What follows belongs to an exercise in optimizing a design on an open flow for small area; a production flow would make more cautious choices. Function was checked by simulation only, so behaviour that the tests miss may differ from the original. Power is estimated from default activity; no workload was simulated.

===== flow/config.mk =====
export PLATFORM = sky130hd
export DESIGN_NAME = gpr_mp
export DESIGN_NICKNAME = gpr_mp
export VERILOG_FILES = /design/flow/design.v
export SDC_FILE = /design/flow/constraint.sdc
export NUM_CORES = 4
export LEC_CHECK = 0
export CAP_MARGIN = 20
export CORE_MARGIN = 2
export CORE_UTILIZATION = 40
export SETUP_SLACK_MARGIN = 0.3
export SLEW_MARGIN = 20

===== flow/design.v =====
module gpr_mp #(
  parameter int unsigned DATA_W   = 32,
  parameter int unsigned ADDR_W   = 5,
  parameter int unsigned NUM_RD   = 2,
  parameter int unsigned ZERO_REG = 1,
  parameter int unsigned BYPASS   = 1
) (
  input  logic                     clk,
  input  logic                     rst,
  input  logic                     we0,
  input  logic [ADDR_W-1:0]        waddr0,
  input  logic [DATA_W-1:0]        wdata0,
  input  logic                     we1,
  input  logic [ADDR_W-1:0]        waddr1,
  input  logic [DATA_W-1:0]        wdata1,
  input  logic [NUM_RD*ADDR_W-1:0] raddr,
  output logic [NUM_RD*DATA_W-1:0] rdata,
  output logic [NUM_RD-1:0]        rd_busy,
  input  logic                     busy_set,
  input  logic [ADDR_W-1:0]        busy_addr
);
  localparam int unsigned DEPTH = 2 ** ADDR_W;
  logic [DEPTH-1:0][DATA_W-1:0] regs_q;
  logic [DEPTH-1:0][DATA_W-1:0] regs_d;
  logic [DEPTH-1:0]             busy_q;
  logic [DEPTH-1:0]             busy_d;
  logic                         wr0_ok;
  logic                         wr1_ok;
  logic                         bset_ok;
  assign wr0_ok  = we0 && !((ZERO_REG != 0) && (waddr0 == '0));
  assign wr1_ok  = we1 && !((ZERO_REG != 0) && (waddr1 == '0));
  assign bset_ok = busy_set && !((ZERO_REG != 0) && (busy_addr == '0));
  always_comb begin
    regs_d = regs_q;
    busy_d = busy_q;
    if (wr0_ok) begin
      regs_d[waddr0] = wdata0;
      busy_d[waddr0] = 1'b0;
    end
    if (wr1_ok) begin
      regs_d[waddr1] = wdata1;
      busy_d[waddr1] = 1'b0;
    end
    if (bset_ok) begin
      busy_d[busy_addr] = 1'b1;
    end
  end
  always_ff @(posedge clk or posedge rst) begin
    if (rst) begin
      regs_q <= '0;
      busy_q <= '0;
    end else begin
      regs_q <= regs_d;
      busy_q <= busy_d;
    end
  end
  for (genvar k = 0; k < NUM_RD; k++) begin : g_rd
    logic [ADDR_W-1:0] ra;
    logic [DATA_W-1:0] rd_c;
    logic              bz_c;
    assign ra = raddr[k*ADDR_W +: ADDR_W];
    always_comb begin
      rd_c = regs_q[ra];
      bz_c = busy_q[ra];
      if (BYPASS != 0) begin
        if (wr0_ok && (waddr0 == ra)) begin
          rd_c = wdata0;
          bz_c = 1'b0;
        end
        if (wr1_ok && (waddr1 == ra)) begin
          rd_c = wdata1;
          bz_c = 1'b0;
        end
      end
      if (rst) begin
        rd_c = '0;
        bz_c = 1'b0;
      end
    end
    assign rdata[k*DATA_W +: DATA_W] = rd_c;
    assign rd_busy[k]                = bz_c;
  end
endmodule

===== flow/constraint.sdc =====
create_clock -name core_clock -period 6.0 [get_ports {clk}]
set_input_delay 1.2000 -clock core_clock [delete_from_list [all_inputs] [get_ports {clk}]]
set_output_delay 1.2000 -clock core_clock [all_outputs]
set_load 0.01 [all_outputs]

===== flow/run.sh =====
#!/bin/bash
# synth_recipe.tcl (not shown) runs the flow's synth.tcl, then flattens the netlist and writes it again
# the make line also repeats each setting of config.mk as NAME=value (left out here)
make -C /OpenROAD-flow-scripts/flow DESIGN_CONFIG=/design/flow/config.mk WORK_HOME=/design/flow/orfs CLKGATE_MAP_FILE= SYNTH_SCRIPT=/design/flow/synth_recipe.tcl finish

==> flow_metrics.env <==
export IMPL_status="finished clean"
export IMPL_worstPathRequired_ns=4.80
export IMPL_syn_area_um2=66280
export IMPL_r2r_end="regs_q[154]"
export IMPL_dieArea_um2=169000
export IMPL_drv_cap=0
export IMPL_grt_pass1_wl_um=424500
export IMPL_tightest_slew_ns=1.207
export IMPL_final_setup_viol_count=0
export IMPL_vias=60620
export IMPL_reg2reg_setup_slack_ns=5.12
export IMPL_post_dp_cell_area_um2=70440
export IMPL_async_reset_ff_share_pct=100.0
export IMPL_num_rows=149
export IMPL_htreeDepth=3
export IMPL_final_antenna_net_count=0
export IMPL_synth_largest_area_cell="dfrtp_1"
export IMPL_synth_cell_types=69
export IMPL_finalCritPeriodShare_pct=94.52
export IMPL_crit_type="in2out"
export IMPL_route_detailed_drc=0
export IMPL_post_route_min_period_ns=5.671
export IMPL_path_max_fanout=9
export IMPL_ys_ff_latch=1056
export IMPL_grtUsageTotal_pct=34.67
export IMPL_first_pass_iters=9
export IMPL_post_synth_top_count_cell="nand2_1"
export IMPL_clkTransAtPathRegs_ns=0.06
export IMPL_io_buffer_count=159
export IMPL_clockRootBuffer="clkbuf_16"
export IMPL_nets=6864
export IMPL_die_w_um=411.1
export IMPL_ir_drop_v=0.0002848
export IMPL_grt_start_max_net_pins=169
export IMPL_viasPerCell=6.694
export IMPL_critPathCaptureType="output port"
export IMPL_syn_nets=7145
export IMPL_pre_cts_ws_ns=-0.06893
export IMPL_min_path_type="reg2reg"
export IMPL_die_y_um=411.1
export IMPL_drive_gt1_share_pct=17.63
export IMPL_synth_yosys_warnings=1
export IMPL_fmax_mhz=176.3
export IMPL_hpwl_um=174000
export IMPL_start_util_pct=40.22
export IMPL_design_area_um2=74870
export IMPL_critPathLaunchType="input port"
export IMPL_grt_overflow_total=0
export IMPL_rsz0062_at_grt="true"
export IMPL_worstHoldStart="regs_q[11]"
export IMPL_p_leak_uw=0.03123
export IMPL_routedWlPerCell_um=33.09
export IMPL_slew_violations=0
export IMPL_clock_skew_ns=0
export IMPL_gp_congestion=0.9311
export IMPL_cts_tree="done"
export IMPL_power_density_nw_per_um2=378.1
export IMPL_synth_flop_cell="dfrtp_1"
export IMPL_syn_inst=7043
export IMPL_startpoint="waddr0[0]"
export IMPL_antenna_found_initial=10
export IMPL_ys_top_cells_by_count="nand2_1 (1517), dfrtp_1 (1056), nor2_1 (857), a31oi_1 (596), clkbuf_1 (571)"
export IMPL_cts_sinks=1056
export IMPL_wl_um=299700
export IMPL_grt_pass1_vias=57900
export IMPL_layout_setup_ws_ns=0.3286
export IMPL_ys_seq_area_share_pct=39.87
export IMPL_slew_headroom_pct=19.55
export IMPL_worstSkewPairLatency_ns=0.77
export IMPL_p_total_uw=28310
export IMPL_holdWs_ns=0.3959
export IMPL_rr_startpoint="regs_q[154]"
export IMPL_drt_initial_drc_count=10090
export IMPL_post_route_util_pct=45.43
export IMPL_ios=160
export IMPL_syn_area_per_cell_um2=9.411
export IMPL_endpoint="rdata[9]"
export IMPL_synth_top_cells_by_area="dfrtp_1 (40%), mux4_2 (18%), nand2_1 (8.6%)"
export IMPL_clockBufferDepth=3
export IMPL_synth_edff_count=0
export IMPL_core_area_um2=164800
export IMPL_cts_buffers=119
export IMPL_synth_top_cell_area_share_pct=39.87
export IMPL_ff2ff_path_depth=2
export IMPL_hold_viol=0
export IMPL_arrival_ns=4.47
export IMPL_area_growth_pct=12.95
layout by cell type (no fill, tap or decap), types with 18 or more instances in the layout:
cell / instances
mux2i_1: 384
clkbuf_1: 35
clkbuf_8: 26
clkinv_2: 21
buf_4: 260
nand3_1: 23
dfrtp_1: 1056
nor3_1: 20
mux2_2: 34
o22ai_1: 96
o211ai_1: 33
a22oi_1: 197
buf_12: 64
nand2_2: 18
o21ai_0: 157
nand2_1: 1491
o21ai_1: 118
nor2_1: 835
a31oi_1: 596
a21oi_1: 271
mux4_2: 530
nor2_4: 29
dlymetal6s2s_1: 36
or3_1: 63
clkbuf_16: 121
clkdlybuf4s50_1: 96
timing repair:
item,CTS,global route
pin swaps,2,4
setup buffers,4,9
hold buffers,0,0
endpoints found under the setup margin,61,53
gates resized for setup,32,48
cloned,1,1
worst min-delay path by stage:
| stage | end | slack, ns | cells after the start |
|---|---|---|---|
| 2_1_floorplan | regs_q[31] | 0.44 | 1 |
| 3_3_place_gp | regs_q[25] | 0.38 | 0 |
| 3_5_place_dp | regs_q[4] | 0.38 | 0 |
| 4_1_cts | regs_q[18] | 0.40 | 0 |
| 5_1_grt | regs_q[4] | 0.40 | 0 |
| 6_report | regs_q[11] | 0.40 | 0 |
power breakdown:
| group | switching (uW) | internal [uW] | leakage [uW] |
|---|---|---|---|
| clock | 3340 | 4400 | 0.00198 |
| sequential | 2220 | 9890 | 0.0129 |
| combinational | 3920 | 4540 | 0.0163 |
| total | 9480 | 18800 | 0.0312 |
critical path: stages:
cell and delay, ns:
clkdlybuf4s50_1 0.48, inv_1 0.06, ha_1 0.21, nor3b_2 0.16
ha_2 0.18, nor2b_2 0.16, nand2_1 0.12, or2_2 0.36
nand4b_1 0.22, buf_12 0.24, buf_4 0.17, a21oi_1 0.04
or3_1 0.36, clkdlybuf4s50_1 0.50
registers in the layout, summed over array words and instances, names as in the netlist:
| signal | cells |
|---|---|
| busy_q | 32 |
| regs_q | 1024 |
per-stage QoR:
stage,cells,TNS [ns]
2_1_floorplan,7043,-
3_3_place_gp,8813,-0.09014
3_5_place_dp,8813,-0.1115
4_1_cts,9040,0
5_1_grt,9054,0
6_report,9055,0
cells by family after synthesis:
logic type	after synthesis	share of synthesized area, %
AO/OA/AOI/OAI	1508	13.78
XOR/XNOR	31	0.4209
adder cells (fa/ha/maj)	8	0.1510
buffers and inverters	900	5.782
flip-flops	1056	39.87
multiplexers	949	24.41
AND/OR/NAND/NOR	2591	15.60
layer usage:
metal  share of wire (%)  up-vias  track usage (%)  routed length (um)
li1                    -    24640                -                   -
met1                  35    29620            43.33              104300
met2                  43     5002            51.10              129500
met3                  14     1342            10.90               40620
met4                 8.4       12            24.11               25150
met5               0.047        -           0.2826                 141
area by class of cell:
cell class	instances	area, um^2
fill	15260	89930
multi-input combinational	5087	36640
sequential	1056	26430
timing repair buffer	483	4965
clock buffer	181	3492
tap	2189	2739
clock inverter	41	540.5
inverter	15	60.06
antenna	3	7.507

what the ideal ports hide:
Ports are ideal in the flow. The routed layout listed here was re-timed in OpenROAD. Step 1, drivers: a clkbuf_16 drives clk and a buf_2 each remaining input, both assumed. Step 2 adds t to the input delays and takes it off the output delays; t is the mean of the earliest and latest rising clock arrival at the registers after step 1. Input paths then give back, and output paths get back, about the clock's delay inside the block. Three values: no drivers, after step 1, after step 2; two values: the first two.
t, ns: 0.866
setup slack, ns: 0.329 / 0.295 / 0.295
clock arrival spread, ns: 0.092 / 0.092
worst register clock-pin slew, ns: 0.07 / 0.07
cell pins on the clock port's net: 1
After both steps setup and hold are still met in this run. The setup slack of this run moves by -0.034 ns with the drivers and by -0.034 ns with both steps.
